This is an optimization exercise on Yosys and OpenROAD, whose aim is a short achievable clock period and few clock cycles per item, not a production implementation. Only simulation tests tie the RTL to the original design; equivalence was not proved. No activity file was given, so power comes from the tool's default toggle rates.

## flow/design.v (module list and top-level ports; edited modules follow where they fit)
// module hand_landmark_gesture_tracker_unit: 1443 lines
module hand_landmark_gesture_tracker_unit
#(
  parameter int COORD_BITS = COORD_BITS_DEF
) (
  input  logic                          clk_i,
  input  logic                          rst_ni,
  input  logic                          cfg_we_i,
  input  logic [CFG_IDX_W-1:0]          cfg_index_i,
  input  logic [CFG_DATA_W-1:0]         cfg_data_i,
  input  logic                          in_valid_i,
  output logic                          in_stall_o,
  input  logic [1:0]                    func_i,
  input  logic [POINT_IDX_W-1:0]        point_index_i,
  input  logic signed [COORD_BITS-1:0]  point_x_i,
  input  logic signed [COORD_BITS-1:0]  point_y_i,
  input  logic                          last_i,
  output logic                          out_valid_o,
  input  logic                          out_stall_i,
  output logic                          hand_detected_o,
  output logic                          painting_o,
  output logic                          erasing_o,
  output logic [FINGER_W-1:0]           finger_count_o,
  output logic signed [COORD_BITS-1:0]  eraser_x_o,
  output logic signed [COORD_BITS-1:0]  eraser_y_o,
  output logic [RADIUS_W-1:0]           eraser_radius_o,
  output logic                          track_valid_o,
  output logic [DIM_W-1:0]              search_x_o,
  output logic [DIM_W-1:0]              search_y_o,
  output logic [DIM_W-1:0]              search_w_o,
  output logic [DIM_W-1:0]              search_h_o
);
  // ...
==> flow/run.sh <==
#!/bin/bash
# synth_recipe.tcl (not shown) runs the flow's synth.tcl, then flattens the netlist and writes it again
# the make line also repeats each setting of config.mk as NAME=value (left out here)
make -C /OpenROAD-flow-scripts/flow DESIGN_CONFIG=/design/flow/config.mk WORK_HOME=/design/flow/orfs CLKGATE_MAP_FILE= SYNTH_SCRIPT=/design/flow/synth_recipe.tcl finish
==> flow/config.mk <==
export PLATFORM = sky130hd
export DESIGN_NAME = hand_landmark_gesture_tracker_unit
export DESIGN_NICKNAME = hand_landmark_gesture_tracker_unit
export VERILOG_FILES = /design/flow/design.v
export SDC_FILE = /design/flow/constraint.sdc
export NUM_CORES = 4
export LEC_CHECK = 0
export CAP_MARGIN = 20
export CORE_MARGIN = 2
export CORE_UTILIZATION = 40
export SLEW_MARGIN = 20
==> flow/constraint.sdc <==
create_clock -name core_clock -period 13.0 [get_ports {clk_i}]
set_input_delay 2.6000 -clock core_clock [delete_from_list [all_inputs] [get_ports {clk_i}]]
set_output_delay 2.6000 -clock core_clock [all_outputs]
set_load 0.01 [all_outputs]
==> results.toml, run 1 <==
[setup_path]
reg2reg_to = "s6_mxy[2][3]"
cp_cell_sequence = "buf_4 -> inv_1 -> buf_4 -> ha_1 -> nand4_1 -> nor2_1 -> inv_1 -> o221ai_1 -> o31a_1 -> mux2i_1 -> or2_2 -> ha_1 -> nor2b_1 -> o21ai_0 -> nand2b_1 -> a21oi_1 -> nor3_1 -> a2111oi_0 -> nor2_2 -> nand2_1 -> o21ai_0"
worstPathBufferInverterCount = 4
r2r_cells = 21
cp.required_ns = 13.93
path_class = "reg2reg"
cp-endpoint = "s6_mxy[2][3]"

[sta]
rsz0062_at_grt = "no"
fin_crit_ns = 7.041
worst_slew_pin_slew_ns = 1.316
finalHoldViolations = 0
timing.fmax_mhz = 142.0

[power]
internal_power_mw = 41.55
netSwitchingFraction = 0.3465
total_power_mw = 63.59
powerComb_mw = 22.7

[finish]
buffers = 449
nClkBuffers = 829
fin_nets = 27730
final_common_cell = "dfxtp_1"

[hold_path]
hold_path_startpoint = "c9_p9x[6]"

[logic_synthesis]
synth_fa_ha_area_frac = 0.1987
yosysWarnings = 17
synthesis.area_sq_mm = 0.2778
synth_most_common_cell = "dfxtp_1"
synth_flop_cell = "dfxtp_1"

[placed_design]
io_buffers = 154

[clocking]
root_buffer = "clkbuf_16"
clk_pin_slew_ns = 0.07

[floorplanning]
dieHeight_um = 837.4
rows = 306

[grt]
grt_overflow = 0
grt_max_degree = 78

[routing]
wl_mm = 806.0
drt-met1-wl_mm = 356.6

[outcome]
outcome = "timing/DRC/antenna clean"
Testbench counts, summed over its fixed seeds: cycles 15,209, items 15,000.
==> inputs of run 2 (changes only) <==
--- a/flow/design.v
+++ b/flow/design.v
@@ -958,137 +958,102 @@
   wire [27:0] s10_padw = s10_pa_w + s10_pb_w;
   wire [27:0] s10_padh = s10_pa_h + s10_pb_h;
   wire [26:0] sqrem_8 = s8_d09[28:2];
   wire [26:0] sqroot_8 = 27'd0;
   wire [26:0] sqt_472 = sqroot_8 | (27'd1 << 26);
   wire [27:0] sqg_473 = {1'b0, sqrem_8} - {1'b0, sqt_472};
   wire [26:0] sqr_474 = sqg_473[27] ? sqrem_8 : sqg_473[26:0];
   wire [26:0] sqo_475 = sqg_473[27] ? (sqroot_8 >> 1) : ((sqroot_8 >> 1) | (27'd1 << 26));
+  wire [26:0] sqt_476 = sqo_475 | (27'd1 << 24);
+  wire [27:0] sqg_477 = {1'b0, sqr_474} - {1'b0, sqt_476};
+  wire [26:0] sqr_478 = sqg_477[27] ? sqr_474 : sqg_477[26:0];
+  wire [26:0] sqo_479 = sqg_477[27] ? (sqo_475 >> 1) : ((sqo_475 >> 1) | (27'd1 << 24));
   logic [26:0] sqrem_9, sqroot_9;
   always_ff @(posedge clk_i) begin
-    sqrem_9  <= sqr_474;
-    sqroot_9 <= sqo_475;
+    sqrem_9  <= sqr_478;
+    sqroot_9 <= sqo_479;
   end
-  wire [26:0] sqt_476 = sqroot_9 | (27'd1 << 24);
-  wire [27:0] sqg_477 = {1'b0, sqrem_9} - {1'b0, sqt_476};
-  wire [26:0] sqr_478 = sqg_477[27] ? sqrem_9 : sqg_477[26:0];
-  wire [26:0] sqo_479 = sqg_477[27] ? (sqroot_9 >> 1) : ((sqroot_9 >> 1) | (27'd1 << 24));
+  wire [26:0] sqt_480 = sqroot_9 | (27'd1 << 22);
+  wire [27:0] sqg_481 = {1'b0, sqrem_9} - {1'b0, sqt_480};
+  wire [26:0] sqr_482 = sqg_481[27] ? sqrem_9 : sqg_481[26:0];
+  wire [26:0] sqo_483 = sqg_481[27] ? (sqroot_9 >> 1) : ((sqroot_9 >> 1) | (27'd1 << 22));
+  wire [26:0] sqt_484 = sqo_483 | (27'd1 << 20);
+  wire [27:0] sqg_485 = {1'b0, sqr_482} - {1'b0, sqt_484};
+  wire [26:0] sqr_486 = sqg_485[27] ? sqr_482 : sqg_485[26:0];
+  wire [26:0] sqo_487 = sqg_485[27] ? (sqo_483 >> 1) : ((sqo_483 >> 1) | (27'd1 << 20));
   logic [26:0] sqrem_10, sqroot_10;
   always_ff @(posedge clk_i) begin
-    sqrem_10  <= sqr_478;
-    sqroot_10 <= sqo_479;
+    sqrem_10  <= sqr_486;
+    sqroot_10 <= sqo_487;
   end
-  wire [26:0] sqt_480 = sqroot_10 | (27'd1 << 22);
-  wire [27:0] sqg_481 = {1'b0, sqrem_10} - {1'b0, sqt_480};
-  wire [26:0] sqr_482 = sqg_481[27] ? sqrem_10 : sqg_481[26:0];
-  wire [26:0] sqo_483 = sqg_481[27] ? (sqroot_10 >> 1) : ((sqroot_10 >> 1) | (27'd1 << 22));
+  wire [26:0] sqt_488 = sqroot_10 | (27'd1 << 18);
+  wire [27:0] sqg_489 = {1'b0, sqrem_10} - {1'b0, sqt_488};
+  wire [26:0] sqr_490 = sqg_489[27] ? sqrem_10 : sqg_489[26:0];
+  wire [26:0] sqo_491 = sqg_489[27] ? (sqroot_10 >> 1) : ((sqroot_10 >> 1) | (27'd1 << 18));
+  wire [26:0] sqt_492 = sqo_491 | (27'd1 << 16);
+  wire [27:0] sqg_493 = {1'b0, sqr_490} - {1'b0, sqt_492};
+  wire [26:0] sqr_494 = sqg_493[27] ? sqr_490 : sqg_493[26:0];
+  wire [26:0] sqo_495 = sqg_493[27] ? (sqo_491 >> 1) : ((sqo_491 >> 1) | (27'd1 << 16));
   logic [26:0] sqrem_11, sqroot_11;
   always_ff @(posedge clk_i) begin
-    sqrem_11  <= sqr_482;
-    sqroot_11 <= sqo_483;
+    sqrem_11  <= sqr_494;
+    sqroot_11 <= sqo_495;
   end
-  wire [26:0] sqt_484 = sqroot_11 | (27'd1 << 20);
-  wire [27:0] sqg_485 = {1'b0, sqrem_11} - {1'b0, sqt_484};
-  wire [26:0] sqr_486 = sqg_485[27] ? sqrem_11 : sqg_485[26:0];
-  wire [26:0] sqo_487 = sqg_485[27] ? (sqroot_11 >> 1) : ((sqroot_11 >> 1) | (27'd1 << 20));
+  wire [26:0] sqt_496 = sqroot_11 | (27'd1 << 14);
+  wire [27:0] sqg_497 = {1'b0, sqrem_11} - {1'b0, sqt_496};
+  wire [26:0] sqr_498 = sqg_497[27] ? sqrem_11 : sqg_497[26:0];
+  wire [26:0] sqo_499 = sqg_497[27] ? (sqroot_11 >> 1) : ((sqroot_11 >> 1) | (27'd1 << 14));
+  wire [26:0] sqt_500 = sqo_499 | (27'd1 << 12);
+  wire [27:0] sqg_501 = {1'b0, sqr_498} - {1'b0, sqt_500};
+  wire [26:0] sqr_502 = sqg_501[27] ? sqr_498 : sqg_501[26:0];
+  wire [26:0] sqo_503 = sqg_501[27] ? (sqo_499 >> 1) : ((sqo_499 >> 1) | (27'd1 << 12));
   logic [26:0] sqrem_12, sqroot_12;
   always_ff @(posedge clk_i) begin
-    sqrem_12  <= sqr_486;
-    sqroot_12 <= sqo_487;
+    sqrem_12  <= sqr_502;
+    sqroot_12 <= sqo_503;
   end
-  wire [26:0] sqt_488 = sqroot_12 | (27'd1 << 18);
-  wire [27:0] sqg_489 = {1'b0, sqrem_12} - {1'b0, sqt_488};
-  wire [26:0] sqr_490 = sqg_489[27] ? sqrem_12 : sqg_489[26:0];
-  wire [26:0] sqo_491 = sqg_489[27] ? (sqroot_12 >> 1) : ((sqroot_12 >> 1) | (27'd1 << 18));
+  wire [26:0] sqt_504 = sqroot_12 | (27'd1 << 10);
+  wire [27:0] sqg_505 = {1'b0, sqrem_12} - {1'b0, sqt_504};
+  wire [26:0] sqr_506 = sqg_505[27] ? sqrem_12 : sqg_505[26:0];
+  wire [26:0] sqo_507 = sqg_505[27] ? (sqroot_12 >> 1) : ((sqroot_12 >> 1) | (27'd1 << 10));
+  wire [26:0] sqt_508 = sqo_507 | (27'd1 << 8);
+  wire [27:0] sqg_509 = {1'b0, sqr_506} - {1'b0, sqt_508};
+  wire [26:0] sqr_510 = sqg_509[27] ? sqr_506 : sqg_509[26:0];
+  wire [26:0] sqo_511 = sqg_509[27] ? (sqo_507 >> 1) : ((sqo_507 >> 1) | (27'd1 << 8));
   logic [26:0] sqrem_13, sqroot_13;
   always_ff @(posedge clk_i) begin
-    sqrem_13  <= sqr_490;
-    sqroot_13 <= sqo_491;
+    sqrem_13  <= sqr_510;
+    sqroot_13 <= sqo_511;
   end
-  wire [26:0] sqt_492 = sqroot_13 | (27'd1 << 16);
-  wire [27:0] sqg_493 = {1'b0, sqrem_13} - {1'b0, sqt_492};
-  wire [26:0] sqr_494 = sqg_493[27] ? sqrem_13 : sqg_493[26:0];
-  wire [26:0] sqo_495 = sqg_493[27] ? (sqroot_13 >> 1) : ((sqroot_13 >> 1) | (27'd1 << 16));
+  wire [26:0] sqt_512 = sqroot_13 | (27'd1 << 6);
+  wire [27:0] sqg_513 = {1'b0, sqrem_13} - {1'b0, sqt_512};
+  wire [26:0] sqr_514 = sqg_513[27] ? sqrem_13 : sqg_513[26:0];
+  wire [26:0] sqo_515 = sqg_513[27] ? (sqroot_13 >> 1) : ((sqroot_13 >> 1) | (27'd1 << 6));
+  wire [26:0] sqt_516 = sqo_515 | (27'd1 << 4);
+  wire [27:0] sqg_517 = {1'b0, sqr_514} - {1'b0, sqt_516};
+  wire [26:0] sqr_518 = sqg_517[27] ? sqr_514 : sqg_517[26:0];
+  wire [26:0] sqo_519 = sqg_517[27] ? (sqo_515 >> 1) : ((sqo_515 >> 1) | (27'd1 << 4));
   logic [26:0] sqrem_14, sqroot_14;
   always_ff @(posedge clk_i) begin
-    sqrem_14  <= sqr_494;
-    sqroot_14 <= sqo_495;
+    sqrem_14  <= sqr_518;
+    sqroot_14 <= sqo_519;
   end
-  wire [26:0] sqt_496 = sqroot_14 | (27'd1 << 14);
-  wire [27:0] sqg_497 = {1'b0, sqrem_14} - {1'b0, sqt_496};
-  wire [26:0] sqr_498 = sqg_497[27] ? sqrem_14 : sqg_497[26:0];
-  wire [26:0] sqo_499 = sqg_497[27] ? (sqroot_14 >> 1) : ((sqroot_14 >> 1) | (27'd1 << 14));
+  wire [26:0] sqt_520 = sqroot_14 | (27'd1 << 2);
+  wire [27:0] sqg_521 = {1'b0, sqrem_14} - {1'b0, sqt_520};
+  wire [26:0] sqr_522 = sqg_521[27] ? sqrem_14 : sqg_521[26:0];
+  wire [26:0] sqo_523 = sqg_521[27] ? (sqroot_14 >> 1) : ((sqroot_14 >> 1) | (27'd1 << 2));
+  wire [26:0] sqt_524 = sqo_523 | (27'd1 << 0);
+  wire [27:0] sqg_525 = {1'b0, sqr_522} - {1'b0, sqt_524};
+  wire [26:0] sqr_526 = sqg_525[27] ? sqr_522 : sqg_525[26:0];
+  wire [26:0] sqo_527 = sqg_525[27] ? (sqo_523 >> 1) : ((sqo_523 >> 1) | (27'd1 << 0));
   logic [26:0] sqrem_15, sqroot_15;
   always_ff @(posedge clk_i) begin
-    sqrem_15  <= sqr_498;
-    sqroot_15 <= sqo_499;
-  end
-  wire [26:0] sqt_500 = sqroot_15 | (27'd1 << 12);
-  wire [27:0] sqg_501 = {1'b0, sqrem_15} - {1'b0, sqt_500};
-  wire [26:0] sqr_502 = sqg_501[27] ? sqrem_15 : sqg_501[26:0];
-  wire [26:0] sqo_503 = sqg_501[27] ? (sqroot_15 >> 1) : ((sqroot_15 >> 1) | (27'd1 << 12));
-  logic [26:0] sqrem_16, sqroot_16;
-  always_ff @(posedge clk_i) begin
-    sqrem_16  <= sqr_502;
-    sqroot_16 <= sqo_503;
-  end
-  wire [26:0] sqt_504 = sqroot_16 | (27'd1 << 10);
-  wire [27:0] sqg_505 = {1'b0, sqrem_16} - {1'b0, sqt_504};
-  wire [26:0] sqr_506 = sqg_505[27] ? sqrem_16 : sqg_505[26:0];
-  wire [26:0] sqo_507 = sqg_505[27] ? (sqroot_16 >> 1) : ((sqroot_16 >> 1) | (27'd1 << 10));
-  logic [26:0] sqrem_17, sqroot_17;
-  always_ff @(posedge clk_i) begin
-    sqrem_17  <= sqr_506;
-    sqroot_17 <= sqo_507;
-  end
-  wire [26:0] sqt_508 = sqroot_17 | (27'd1 << 8);
-  wire [27:0] sqg_509 = {1'b0, sqrem_17} - {1'b0, sqt_508};
-  wire [26:0] sqr_510 = sqg_509[27] ? sqrem_17 : sqg_509[26:0];
-  wire [26:0] sqo_511 = sqg_509[27] ? (sqroot_17 >> 1) : ((sqroot_17 >> 1) | (27'd1 << 8));
-  logic [26:0] sqrem_18, sqroot_18;
-  always_ff @(posedge clk_i) begin
-    sqrem_18  <= sqr_510;
-    sqroot_18 <= sqo_511;
-  end
-  wire [26:0] sqt_512 = sqroot_18 | (27'd1 << 6);
-  wire [27:0] sqg_513 = {1'b0, sqrem_18} - {1'b0, sqt_512};
-  wire [26:0] sqr_514 = sqg_513[27] ? sqrem_18 : sqg_513[26:0];
-  wire [26:0] sqo_515 = sqg_513[27] ? (sqroot_18 >> 1) : ((sqroot_18 >> 1) | (27'd1 << 6));
-  logic [26:0] sqrem_19, sqroot_19;
-  always_ff @(posedge clk_i) begin
-    sqrem_19  <= sqr_514;
-    sqroot_19 <= sqo_515;
-  end
-  wire [26:0] sqt_516 = sqroot_19 | (27'd1 << 4);
-  wire [27:0] sqg_517 = {1'b0, sqrem_19} - {1'b0, sqt_516};
-  wire [26:0] sqr_518 = sqg_517[27] ? sqrem_19 : sqg_517[26:0];
-  wire [26:0] sqo_519 = sqg_517[27] ? (sqroot_19 >> 1) : ((sqroot_19 >> 1) | (27'd1 << 4));
-  logic [26:0] sqrem_20, sqroot_20;
-  always_ff @(posedge clk_i) begin
-    sqrem_20  <= sqr_518;
-    sqroot_20 <= sqo_519;
-  end
-  wire [26:0] sqt_520 = sqroot_20 | (27'd1 << 2);
-  wire [27:0] sqg_521 = {1'b0, sqrem_20} - {1'b0, sqt_520};
-  wire [26:0] sqr_522 = sqg_521[27] ? sqrem_20 : sqg_521[26:0];
-  wire [26:0] sqo_523 = sqg_521[27] ? (sqroot_20 >> 1) : ((sqroot_20 >> 1) | (27'd1 << 2));
-  logic [26:0] sqrem_21, sqroot_21;
-  always_ff @(posedge clk_i) begin
-    sqrem_21  <= sqr_522;
-    sqroot_21 <= sqo_523;
-  end
-  wire [26:0] sqt_524 = sqroot_21 | (27'd1 << 0);
-  wire [27:0] sqg_525 = {1'b0, sqrem_21} - {1'b0, sqt_524};
-  wire [26:0] sqr_526 = sqg_525[27] ? sqrem_21 : sqg_525[26:0];
-  wire [26:0] sqo_527 = sqg_525[27] ? (sqroot_21 >> 1) : ((sqroot_21 >> 1) | (27'd1 << 0));
-  logic [26:0] sqrem_22, sqroot_22;
-  always_ff @(posedge clk_i) begin
-    sqrem_22  <= sqr_526;
-    sqroot_22 <= sqo_527;
+    sqrem_15  <= sqr_526;
+    sqroot_15 <= sqo_527;
   end
   logic cv_6;
   always_ff @(posedge clk_i) begin
     if (!alive_q) cv_6 <= 1'b0;
     else cv_6 <= s5_v;
   end
   logic cv_7;
   always_ff @(posedge clk_i) begin
@@ -1130,324 +1095,191 @@
     if (!alive_q) cv_14 <= 1'b0;
     else cv_14 <= cv_13;
   end
   logic cv_15;
   always_ff @(posedge clk_i) begin
     if (!alive_q) cv_15 <= 1'b0;
     else cv_15 <= cv_14;
   end
-  logic cv_16;
-  always_ff @(posedge clk_i) begin
-    if (!alive_q) cv_16 <= 1'b0;
-    else cv_16 <= cv_15;
-  end
-  logic cv_17;
-  always_ff @(posedge clk_i) begin
-    if (!alive_q) cv_17 <= 1'b0;
-    else cv_17 <= cv_16;
-  end
-  logic cv_18;
-  always_ff @(posedge clk_i) begin
-    if (!alive_q) cv_18 <= 1'b0;
-    else cv_18 <= cv_17;
-  end
-  logic cv_19;
-  always_ff @(posedge clk_i) begin
-    if (!alive_q) cv_19 <= 1'b0;
-    else cv_19 <= cv_18;
-  end
-  logic cv_20;
-  always_ff @(posedge clk_i) begin
-    if (!alive_q) cv_20 <= 1'b0;
-    else cv_20 <= cv_19;
-  end
-  logic cv_21;
-  always_ff @(posedge clk_i) begin
-    if (!alive_q) cv_21 <= 1'b0;
-    else cv_21 <= cv_20;
-  end
-  logic cv_22;
-  always_ff @(posedge clk_i) begin
-    if (!alive_q) cv_22 <= 1'b0;
-    else cv_22 <= cv_21;
-  end
-  logic [0:0] c6_fin, c7_fin, c8_fin, c9_fin, c10_fin, c11_fin, c12_fin, c13_fin, c14_fin, c15_fin, c16_fin, c17_fin, c18_fin, c19_fin, c20_fin, c21_fin, c22_fin;
+  logic [0:0] c6_fin, c7_fin, c8_fin, c9_fin, c10_fin, c11_fin, c12_fin, c13_fin, c14_fin, c15_fin;
   always_ff @(posedge clk_i) begin
     c6_fin <= s5_fin;
     c7_fin <= c6_fin;
     c8_fin <= c7_fin;
     c9_fin <= c8_fin;
     c10_fin <= c9_fin;
     c11_fin <= c10_fin;
     c12_fin <= c11_fin;
     c13_fin <= c12_fin;
     c14_fin <= c13_fin;
     c15_fin <= c14_fin;
-    c16_fin <= c15_fin;
-    c17_fin <= c16_fin;
-    c18_fin <= c17_fin;
-    c19_fin <= c18_fin;
-    c20_fin <= c19_fin;
-    c21_fin <= c20_fin;
-    c22_fin <= c21_fin;
   end
-  logic [0:0] c6_clr, c7_clr, c8_clr, c9_clr, c10_clr, c11_clr, c12_clr, c13_clr, c14_clr, c15_clr, c16_clr, c17_clr, c18_clr, c19_clr, c20_clr, c21_clr, c22_clr;
+  logic [0:0] c6_clr, c7_clr, c8_clr, c9_clr, c10_clr, c11_clr, c12_clr, c13_clr, c14_clr, c15_clr;
   always_ff @(posedge clk_i) begin
     c6_clr <= s5_clr;
     c7_clr <= c6_clr;
     c8_clr <= c7_clr;
     c9_clr <= c8_clr;
     c10_clr <= c9_clr;
     c11_clr <= c10_clr;
     c12_clr <= c11_clr;
     c13_clr <= c12_clr;
     c14_clr <= c13_clr;
     c15_clr <= c14_clr;
-    c16_clr <= c15_clr;
-    c17_clr <= c16_clr;
-    c18_clr <= c17_clr;
-    c19_clr <= c18_clr;
-    c20_clr <= c19_clr;
-    c21_clr <= c20_clr;
-    c22_clr <= c21_clr;
   end
-  logic [2:0] c6_gest, c7_gest, c8_gest, c9_gest, c10_gest, c11_gest, c12_gest, c13_gest, c14_gest, c15_gest, c16_gest, c17_gest, c18_gest, c19_gest, c20_gest, c21_gest, c22_gest;
+  logic [2:0] c6_gest, c7_gest, c8_gest, c9_gest, c10_gest, c11_gest, c12_gest, c13_gest, c14_gest, c15_gest;
   assign c6_gest = {s6_ind && s6_down3, !s6_ind && s6_down3, 1'b0};
   always_ff @(posedge clk_i) begin
     c7_gest <= c6_gest;
     c8_gest <= c7_gest;
     c9_gest <= c8_gest;
     c10_gest <= c9_gest;
     c11_gest <= c10_gest;
     c12_gest <= c11_gest;
     c13_gest <= c12_gest;
     c14_gest <= c13_gest;
     c15_gest <= c14_gest;
-    c16_gest <= c15_gest;
-    c17_gest <= c16_gest;
-    c18_gest <= c17_gest;
-    c19_gest <= c18_gest;
-    c20_gest <= c19_gest;
-    c21_gest <= c20_gest;
-    c22_gest <= c21_gest;
   end
-  logic [2:0] c6_cnt4, c7_cnt4, c8_cnt4, c9_cnt4, c10_cnt4, c11_cnt4, c12_cnt4, c13_cnt4, c14_cnt4, c15_cnt4, c16_cnt4, c17_cnt4, c18_cnt4, c19_cnt4, c20_cnt4, c21_cnt4, c22_cnt4;
+  logic [2:0] c6_cnt4, c7_cnt4, c8_cnt4, c9_cnt4, c10_cnt4, c11_cnt4, c12_cnt4, c13_cnt4, c14_cnt4, c15_cnt4;
   assign c6_cnt4 = 3'(s6_ind) + 3'(s6_mid) + 3'(s6_ring) + 3'(s6_pinky);
   always_ff @(posedge clk_i) begin
     c7_cnt4 <= c6_cnt4;
     c8_cnt4 <= c7_cnt4;
     c9_cnt4 <= c8_cnt4;
     c10_cnt4 <= c9_cnt4;
     c11_cnt4 <= c10_cnt4;
     c12_cnt4 <= c11_cnt4;
     c13_cnt4 <= c12_cnt4;
     c14_cnt4 <= c13_cnt4;
     c15_cnt4 <= c14_cnt4;
-    c16_cnt4 <= c15_cnt4;
-    c17_cnt4 <= c16_cnt4;
-    c18_cnt4 <= c17_cnt4;
-    c19_cnt4 <= c18_cnt4;
-    c20_cnt4 <= c19_cnt4;
-    c21_cnt4 <= c20_cnt4;
-    c22_cnt4 <= c21_cnt4;
   end
-  logic [13:0] c6_p9x, c7_p9x, c8_p9x, c9_p9x, c10_p9x, c11_p9x, c12_p9x, c13_p9x, c14_p9x, c15_p9x, c16_p9x, c17_p9x, c18_p9x, c19_p9x, c20_p9x, c21_p9x, c22_p9x;
+  logic [13:0] c6_p9x, c7_p9x, c8_p9x, c9_p9x, c10_p9x, c11_p9x, c12_p9x, c13_p9x, c14_p9x, c15_p9x;
   assign c6_p9x = s6_p9x;
   always_ff @(posedge clk_i) begin
     c7_p9x <= c6_p9x;
     c8_p9x <= c7_p9x;
     c9_p9x <= c8_p9x;
     c10_p9x <= c9_p9x;
     c11_p9x <= c10_p9x;
     c12_p9x <= c11_p9x;
     c13_p9x <= c12_p9x;
     c14_p9x <= c13_p9x;
     c15_p9x <= c14_p9x;
-    c16_p9x <= c15_p9x;
-    c17_p9x <= c16_p9x;
-    c18_p9x <= c17_p9x;
-    c19_p9x <= c18_p9x;
-    c20_p9x <= c19_p9x;
-    c21_p9x <= c20_p9x;
-    c22_p9x <= c21_p9x;
   end
-  logic [13:0] c6_p9y, c7_p9y, c8_p9y, c9_p9y, c10_p9y, c11_p9y, c12_p9y, c13_p9y, c14_p9y, c15_p9y, c16_p9y, c17_p9y, c18_p9y, c19_p9y, c20_p9y, c21_p9y, c22_p9y;
+  logic [13:0] c6_p9y, c7_p9y, c8_p9y, c9_p9y, c10_p9y, c11_p9y, c12_p9y, c13_p9y, c14_p9y, c15_p9y;
   assign c6_p9y = s6_p9y;
   always_ff @(posedge clk_i) begin
     c7_p9y <= c6_p9y;
     c8_p9y <= c7_p9y;
     c9_p9y <= c8_p9y;
     c10_p9y <= c9_p9y;
     c11_p9y <= c10_p9y;
     c12_p9y <= c11_p9y;
     c13_p9y <= c12_p9y;
     c14_p9y <= c13_p9y;
     c15_p9y <= c14_p9y;
-    c16_p9y <= c15_p9y;
-    c17_p9y <= c16_p9y;
-    c18_p9y <= c17_p9y;
-    c19_p9y <= c18_p9y;
-    c20_p9y <= c19_p9y;
-    c21_p9y <= c20_p9y;
-    c22_p9y <= c21_p9y;
   end
-  logic [2:0] c11_fing, c12_fing, c13_fing, c14_fing, c15_fing, c16_fing, c17_fing, c18_fing, c19_fing, c20_fing, c21_fing, c22_fing;
+  logic [2:0] c11_fing, c12_fing, c13_fing, c14_fing, c15_fing;
   always_ff @(posedge clk_i) begin
     c11_fing <= c10_cnt4 + 3'(s10_thumb);
     c12_fing <= c11_fing;
     c13_fing <= c12_fing;
     c14_fing <= c13_fing;
     c15_fing <= c14_fing;
-    c16_fing <= c15_fing;
-    c17_fing <= c16_fing;
-    c18_fing <= c17_fing;
-    c19_fing <= c18_fing;
-    c20_fing <= c19_fing;
-    c21_fing <= c20_fing;
-    c22_fing <= c21_fing;
   end
-  logic [11:0] c11_bx, c12_bx, c13_bx, c14_bx, c15_bx, c16_bx, c17_bx, c18_bx, c19_bx, c20_bx, c21_bx, c22_bx;
+  logic [11:0] c11_bx, c12_bx, c13_bx, c14_bx, c15_bx;
   always_ff @(posedge clk_i) begin
     c11_bx <= s10_bx;
     c12_bx <= c11_bx;
     c13_bx <= c12_bx;
     c14_bx <= c13_bx;
     c15_bx <= c14_bx;
-    c16_bx <= c15_bx;
-    c17_bx <= c16_bx;
-    c18_bx <= c17_bx;
-    c19_bx <= c18_bx;
-    c20_bx <= c19_bx;
-    c21_bx <= c20_bx;
-    c22_bx <= c21_bx;
   end
-  logic [11:0] c11_by, c12_by, c13_by, c14_by, c15_by, c16_by, c17_by, c18_by, c19_by, c20_by, c21_by, c22_by;
+  logic [11:0] c11_by, c12_by, c13_by, c14_by, c15_by;
   always_ff @(posedge clk_i) begin
     c11_by <= s10_by;
     c12_by <= c11_by;
     c13_by <= c12_by;
     c14_by <= c13_by;
     c15_by <= c14_by;
-    c16_by <= c15_by;
-    c17_by <= c16_by;
-    c18_by <= c17_by;
-    c19_by <= c18_by;
-    c20_by <= c19_by;
-    c21_by <= c20_by;
-    c22_by <= c21_by;
   end
-  logic [11:0] c11_bw, c12_bw, c13_bw, c14_bw, c15_bw, c16_bw, c17_bw, c18_bw, c19_bw, c20_bw, c21_bw, c22_bw;
+  logic [11:0] c11_bw, c12_bw, c13_bw, c14_bw, c15_bw;
   always_ff @(posedge clk_i) begin
     c11_bw <= s10_bw;
     c12_bw <= c11_bw;
     c13_bw <= c12_bw;
     c14_bw <= c13_bw;
     c15_bw <= c14_bw;
-    c16_bw <= c15_bw;
-    c17_bw <= c16_bw;
-    c18_bw <= c17_bw;
-    c19_bw <= c18_bw;
-    c20_bw <= c19_bw;
-    c21_bw <= c20_bw;
-    c22_bw <= c21_bw;
   end
-  logic [11:0] c11_bh, c12_bh, c13_bh, c14_bh, c15_bh, c16_bh, c17_bh, c18_bh, c19_bh, c20_bh, c21_bh, c22_bh;
+  logic [11:0] c11_bh, c12_bh, c13_bh, c14_bh, c15_bh;
   always_ff @(posedge clk_i) begin
     c11_bh <= s10_bh;
     c12_bh <= c11_bh;
     c13_bh <= c12_bh;
     c14_bh <= c13_bh;
     c15_bh <= c14_bh;
-    c16_bh <= c15_bh;
-    c17_bh <= c16_bh;
-    c18_bh <= c17_bh;
-    c19_bh <= c18_bh;
-    c20_bh <= c19_bh;
-    c21_bh <= c20_bh;
-    c22_bh <= c21_bh;
   end
-  logic [11:0] c11_pw, c12_pw, c13_pw, c14_pw, c15_pw, c16_pw, c17_pw, c18_pw, c19_pw, c20_pw, c21_pw, c22_pw;
+  logic [11:0] c11_pw, c12_pw, c13_pw, c14_pw, c15_pw;
   always_ff @(posedge clk_i) begin
     c11_pw <= s10_padw[23:12];
     c12_pw <= c11_pw;
     c13_pw <= c12_pw;
     c14_pw <= c13_pw;
     c15_pw <= c14_pw;
-    c16_pw <= c15_pw;
-    c17_pw <= c16_pw;
-    c18_pw <= c17_pw;
-    c19_pw <= c18_pw;
-    c20_pw <= c19_pw;
-    c21_pw <= c20_pw;
-    c22_pw <= c21_pw;
   end
-  logic [11:0] c11_ph, c12_ph, c13_ph, c14_ph, c15_ph, c16_ph, c17_ph, c18_ph, c19_ph, c20_ph, c21_ph, c22_ph;
+  logic [11:0] c11_ph, c12_ph, c13_ph, c14_ph, c15_ph;
   always_ff @(posedge clk_i) begin
     c11_ph <= s10_padh[23:12];
     c12_ph <= c11_ph;
     c13_ph <= c12_ph;
     c14_ph <= c13_ph;
     c15_ph <= c14_ph;
-    c16_ph <= c15_ph;
-    c17_ph <= c16_ph;
-    c18_ph <= c17_ph;
-    c19_ph <= c18_ph;
-    c20_ph <= c19_ph;
-    c21_ph <= c20_ph;
-    c22_ph <= c21_ph;
   end
-  logic [0:0] c11_tv, c12_tv, c13_tv, c14_tv, c15_tv, c16_tv, c17_tv, c18_tv, c19_tv, c20_tv, c21_tv, c22_tv;
+  logic [0:0] c11_tv, c12_tv, c13_tv, c14_tv, c15_tv;
   always_ff @(posedge clk_i) begin
     c11_tv <= s10_tv;
     c12_tv <= c11_tv;
     c13_tv <= c12_tv;
     c14_tv <= c13_tv;
     c15_tv <= c14_tv;
-    c16_tv <= c15_tv;
-    c17_tv <= c16_tv;
-    c18_tv <= c17_tv;
-    c19_tv <= c18_tv;
-    c20_tv <= c19_tv;
-    c21_tv <= c20_tv;
-    c22_tv <= c21_tv;
   end
   logic        det_q, paint_q, erase_q, tv_q;
   logic [2:0]  fing_q;
   logic signed [13:0] ctr_x_q, ctr_y_q;
   logic [13:0] rad_q;
   logic [11:0] bx_q, by_q, bw_q, bh_q, pw_q, ph_q;
   logic        r1_v;
-  wire c_erase = c22_gest[1];
+  wire c_erase = c15_gest[1];
   always_ff @(posedge clk_i) begin
     if (!alive_q) begin
       det_q <= 1'b0; paint_q <= 1'b0; erase_q <= 1'b0; tv_q <= 1'b0;
       fing_q <= 3'd0; ctr_x_q <= 14'sd0; ctr_y_q <= 14'sd0; rad_q <= 14'd0;
       bx_q <= 12'd0; by_q <= 12'd0; bw_q <= 12'd0; bh_q <= 12'd0; pw_q <= 12'd0; ph_q <= 12'd0;
       r1_v <= 1'b0;
     end else begin
-      r1_v <= cv_22;
-      if (cv_22 && c22_fin) begin
+      r1_v <= cv_15;
+      if (cv_15 && c15_fin) begin
         det_q   <= 1'b1;
-        paint_q <= c22_gest[2];
+        paint_q <= c15_gest[2];
         erase_q <= c_erase;
-        fing_q  <= c22_fing;
+        fing_q  <= c15_fing;
         if (c_erase) begin
-          ctr_x_q <= c22_p9x;
-          ctr_y_q <= c22_p9y;
-          rad_q   <= sqroot_22[13:0];
+          ctr_x_q <= c15_p9x;
+          ctr_y_q <= c15_p9y;
+          rad_q   <= sqroot_15[13:0];
         end else begin
           rad_q   <= 14'd0;
         end
-        tv_q <= c22_tv;
-        if (c22_tv) begin
-          bx_q <= c22_bx; by_q <= c22_by; bw_q <= c22_bw; bh_q <= c22_bh;
-          pw_q <= c22_pw; ph_q <= c22_ph;
+        tv_q <= c15_tv;
+        if (c15_tv) begin
+          bx_q <= c15_bx; by_q <= c15_by; bw_q <= c15_bw; bh_q <= c15_bh;
+          pw_q <= c15_pw; ph_q <= c15_ph;
         end
-      end else if (cv_22 && c22_clr) begin
+      end else if (cv_15 && c15_clr) begin
         det_q   <= 1'b0;
         paint_q <= 1'b0;
         erase_q <= 1'b0;
         tv_q    <= 1'b0;
       end
     end
   end
   logic        r2_v;
==> flow/flow/run.sh (new file) <==
#!/bin/bash
set -uo pipefail
bash standard.sh SETUP_SLACK_MARGIN=8.5 finish > flow_standard.log 2>&1
status=$?
exit $status
==> flow/standard.sh (new file) <==
#!/bin/bash
# synth_recipe.tcl (not shown) runs the flow's synth.tcl, then flattens the netlist and writes it again
# the make line also repeats each setting of config.mk as NAME=value (left out here)
make -C /OpenROAD-flow-scripts/flow DESIGN_CONFIG=/design/flow/config.mk WORK_HOME=/design/flow/orfs CLKGATE_MAP_FILE= SYNTH_SCRIPT=/design/flow/synth_recipe.tcl "${@:-finish}"
==> flow/config.mk (replaced) <==
export PLATFORM = sky130hd
export DESIGN_NAME = hand_landmark_gesture_tracker_unit
export DESIGN_NICKNAME = hand_landmark_gesture_tracker_unit
export VERILOG_FILES = /design/flow/design.v
export SDC_FILE = /design/flow/constraint.sdc
export NUM_CORES = 4
export LEC_CHECK = 0
export ABC_CLOCK_PERIOD_IN_PS = 3000
export CAP_MARGIN = 20
export CORE_MARGIN = 2
export CORE_UTILIZATION = 40
export SLEW_MARGIN = 20
removed: flow/run.sh
==> results.toml, run 2 <==
[clocking]
cts_tree = "built"
ctsHoldBuffers = 0
clk_pin_slew_ns = 0.06
tritoncts.num_buffers = 539
cts_num_sinks = 4822
cts_max_level = 6
clkLatencyLatePin_ns = 1.09
root_buffer = "clkbuf_16"
cts_max_path_buffers = 4

[setup_path]
r2r-start = "w_new_q[2]"
r2r_cells = 22
cp.arrival_ns = 6.15
reg2reg_to = "s3_sx[18]"
cp.required_ns = 13.97
path_class = "reg2reg"
slowest_stage = "fa_1"
endpoint_kind = "flop"
crit_start = "w_new_q[2]"
cp_common_cell = "fa_1"
r2r_setup_slack_ns = 7.82
crit_fanout = 4
cp_cell_sequence = "buf_4 -> buf_6 -> and2_4 -> fa_1 -> inv_2 -> fa_1 -> fa_1 -> inv_1 -> fa_1 -> buf_4 -> fa_2 -> a21o_1 -> a21oi_2 -> o21bai_1 -> a21oi_2 -> o21bai_1 -> a21oi_2 -> o21ai_2 -> o41ai_4 -> o21bai_1 -> a21oi_1 -> xnor2_1"
cp-start-kind = "flop"
slowest_delay_ns = 0.54
cp-endpoint = "s3_sx[18]"

[sta]
setup_viol_count_final = 0
timing.fmax_mhz = 193.0
finalHoldViolations = 0
fin_crit_ns = 5.181
fin_worst_skew_ns = 0.06833
setup_tns_ns = 0
fin_crit_sh = 0.3986
worst_slew_pin_slew_ns = 1.124
maxSlewViolCount = 0
rsz0062_at_grt = "yes"
max-slew-margin-rel = 0.2497

[power]
p_sw_mw = 23.34
comb_power_share = 0.440
power.share.sequential = 0.306
leakage_nw = 131.9
powerDensity_mw_per_mm2 = 203.3
internal_power_mw = 39.65
p_clk_frac = 0.255
netSwitchingFraction = 0.3705
total_power_mw = 62.99
irDropWorstVdd_mv = 0.3144

[logic_synthesis]
synthesis.area_sq_mm = 0.2563
ys_top_cells_by_count = "dfxtp_1, ha_1, inv_1"
yosysTopAreaCell = "dfxtp_1"
synth-async-reset-ratio = 0.01058
synth_seq_cells = 4822
synth_area_leaders = "dfxtp_1, edfxtp_1, ha_1"
yosysWarnings = 17
postSynthCellCount = 22520
yosysSeqAreaShare = 0.4483
avgSynthCellArea_sq_um = 11.38
synth.top_cell.area_share = 0.2316
synth_edf_count = 1806
syn_nets = 26370
synth_flop_cell = "dfxtp_1"
yosysUniqueCellTypes = 111
synth_most_common_cell = "dfxtp_1"

[routing]
drt-vias-per-instance = 5.426
dr_wl_met3_mm = 61.41
wl_mm = 813.9
drt-met1-wl_mm = 343.1
drc = 0
highest_layer = "met5"
vias = 177100
met2_wirelength_mm = 366.2
drtPass1Iterations = 8
ant_nets = 0
drt_iter0_drc = 16010
wl_per_cell_um = 24.93

[finish]
top_register = "fifo_q"
final_common_cell = "dfxtp_1"
drive_gt1_frac = 0.2172
reg_top3 = "fifo_q (776), mem_x (448), mem_y (448)"
area_growth_pct = 20.89
fill_cells = 56660
most-common-layout-cells = "dfxtp_1, ha_1, inv_1"
largest_reg_flops = 776
design_area_sq_mm = 0.3098
fin_nets = 27530

[grt]
grt_overflow = 0
antenna_found_initial = 79
grt_pass1_wl_mm = 1169
track_usage = 0.2417
grt_pass1_vias = 174100
grt_max_degree = 98

[placed_design]
place_area_sq_mm = 0.2695
io_buffers = 154
dp_hpwl_mm = 579.7
place.gp.congestion = 0.9639

[floorplanning]
dieHeight_um = 804.4
die_w_um = 804.4
io_pins = 155
rows = 294
initial_core_util = 0.4006
coreArea_sq_mm = 0.6397
dieArea_sq_mm = 0.6471

[job]
drv_cap = 0

[hold_path]
hold_path_class = "reg2reg"
hold_depth = 0

[outcome]
outcome = "timing/DRC/antenna clean"
[run 2: changes by cell type after synthesis, sizes merged, moves of 31 or more]
cell	before	now
dfxtp	3965	2965
a21oi	888	1086
o21ai	1053	1237
mux2i	769	598
nand2	1275	1189
nand3	193	111
nor2	1198	1276
inv	2421	2357
clkbuf	595	655
a22oi	82	32
nor2b	242	290
a211o	62	24
buf	143	110
xor2	176	145
[run 2: cell families (layout without fill, tap and decap cells)]
kind of cell / count (synthesis) / in the layout / share of synthesized area
multiplexers: 1639 / 1639 / 0.09014
other: 1 / 79 / 0.00001463
AND/OR/NAND/NOR: 4942 / 4983 / 0.09611
buffers and inverters: 3122 / 4664 / 0.04597
AO/OA/AOI/OAI: 3754 / 3788 / 0.08908
flip-flops: 4822 / 4822 / 0.4483
adder cells (fa/ha/maj): 3793 / 3793 / 0.2153
XOR/XNOR: 443 / 443 / 0.01514
[run 2: layout make-up]
cell class                      count  area (sq um)  share of cell area
Clock buffer                      733         15470             0.04994
Tap cell                         8436         10560             0.03407
Timing Repair Buffer             1316         13140             0.04240
Multi-Input combinational cell  14650        143000              0.4616
Sequential cell                  4822        115100              0.3715
Inverter                         2357          8955             0.02890
Clock inverter                    258          3401             0.01098
Antenna cell                       78         195.2           0.0006300
[run 2: repair_timing]
action,CTS,global route
endpoints found under the setup margin,1114,1017
endpoints found under the hold margin,0,0
buffers inserted,475,392
gates cloned,79,43
gates resized for setup,1490,1725
pin swaps,361,806
[run 2: power groups by stage]
stage | clock network (mW) | logic [mW] | registers [mW]
5_1_grt | 16.9 | 31.5 | 19.4
6_report | 16.1 | 27.7 | 19.3
3_3_place_gp | 0 | 23.6 | 19.6
2_1_floorplan | 0 | 17.4 | 19.0
4_1_cts | 16.3 | 26.4 | 19.3
3_5_place_dp | 0 | 24.0 | 19.7
[run 2: metal layers]
layer,GRT usage,vias up
met4,0.1026,24
li1,-,81120
met3,0.04273,1661
met5,0,-
met1,0.3258,87870
met2,0.3838,6469
[run 2: critical path: cells and delay by family (launching register included)]
| kind | cells | cell delay [ns] |
|---|---|---|
| simple gates | 1 | 0.15 |
| flops | 1 | 0.37 |
| xor+xnor | 1 | 0.16 |
| compound gates | 10 | 1.55 |
| buf+inv | 5 | 0.51 |
| fa+ha+maj | 5 | 2.34 |
[run 2: worst min-delay path by stage]
stage / start / endpoint / slack (ns)
after global placement: c13_bx[2] / c14_bx[2] / 0.31
after CTS: c9_p9x[9] / c10_p9x[9] / 0.30
final: c11_p9y[0] / c12_p9y[0] / 0.30
after detailed placement: c9_p9x[13] / c10_p9x[13] / 0.31
after floorplan: c9_clr / c10_clr / 0.31
after global routing: c11_p9y[0] / c12_p9y[0] / 0.30
[run 2: per-stage QoR]
step	utilization	hold slack [ns]	instances	worst slack (ns)
after floorplan	-	0.3096	22520	7.835
after global placement	0.4211	0.3098	30580	6.379
after detailed placement	0.4213	0.3121	30590	6.281
after CTS	0.4669	0.2969	32130	7.800
after global routing	0.4842	0.2993	32620	7.638
final	0.4843	0.3027	32650	7.819
Testbench counts of run 2, summed over its fixed seeds: cycles 15,153, items 15,000.

==> afterwards: timing with drivers on the ports <==
In the flow no input, the clock included, has a driving cell. The finished layouts below were timed again as built, in two steps. Step 1 (the two cells are an assumption about what drives the block):
set clk [get_ports {clk_i}]
set_driving_cell -lib_cell sky130_fd_sc_hd__clkbuf_16 $clk
set_driving_cell -lib_cell sky130_fd_sc_hd__buf_2 [delete_from_list [all_inputs] $clk]
Step 2 also shifts input and output timing later by t, the mid clock arrival at the registers, as if the neighbouring blocks saw the same clock. a / b / c = ideal ports / drivers / drivers and shift; a / b = the first two.
| run | shift t [ns] | slack for setup (ns) | hold slack, ns | clock arrival spread, ns | cell pins on the clock port's net |
|---|---|---|---|---|---|
| run 1 | 1.221 | 5.959 / 5.959 / 5.959 | 0.287 / 0.287 / 0.287 | 0.071 / 0.071 | 1 |
| run 2 | 1.194 | 7.819 / 7.819 / 7.674 | 0.303 / 0.303 / 0.303 | 0.080 / 0.080 | 1 |
After both steps setup and hold are still met in every run listed. For run 2, which loses most, drivers alone change the setup slack by 0.000 ns; drivers and shift together by -0.145 ns.
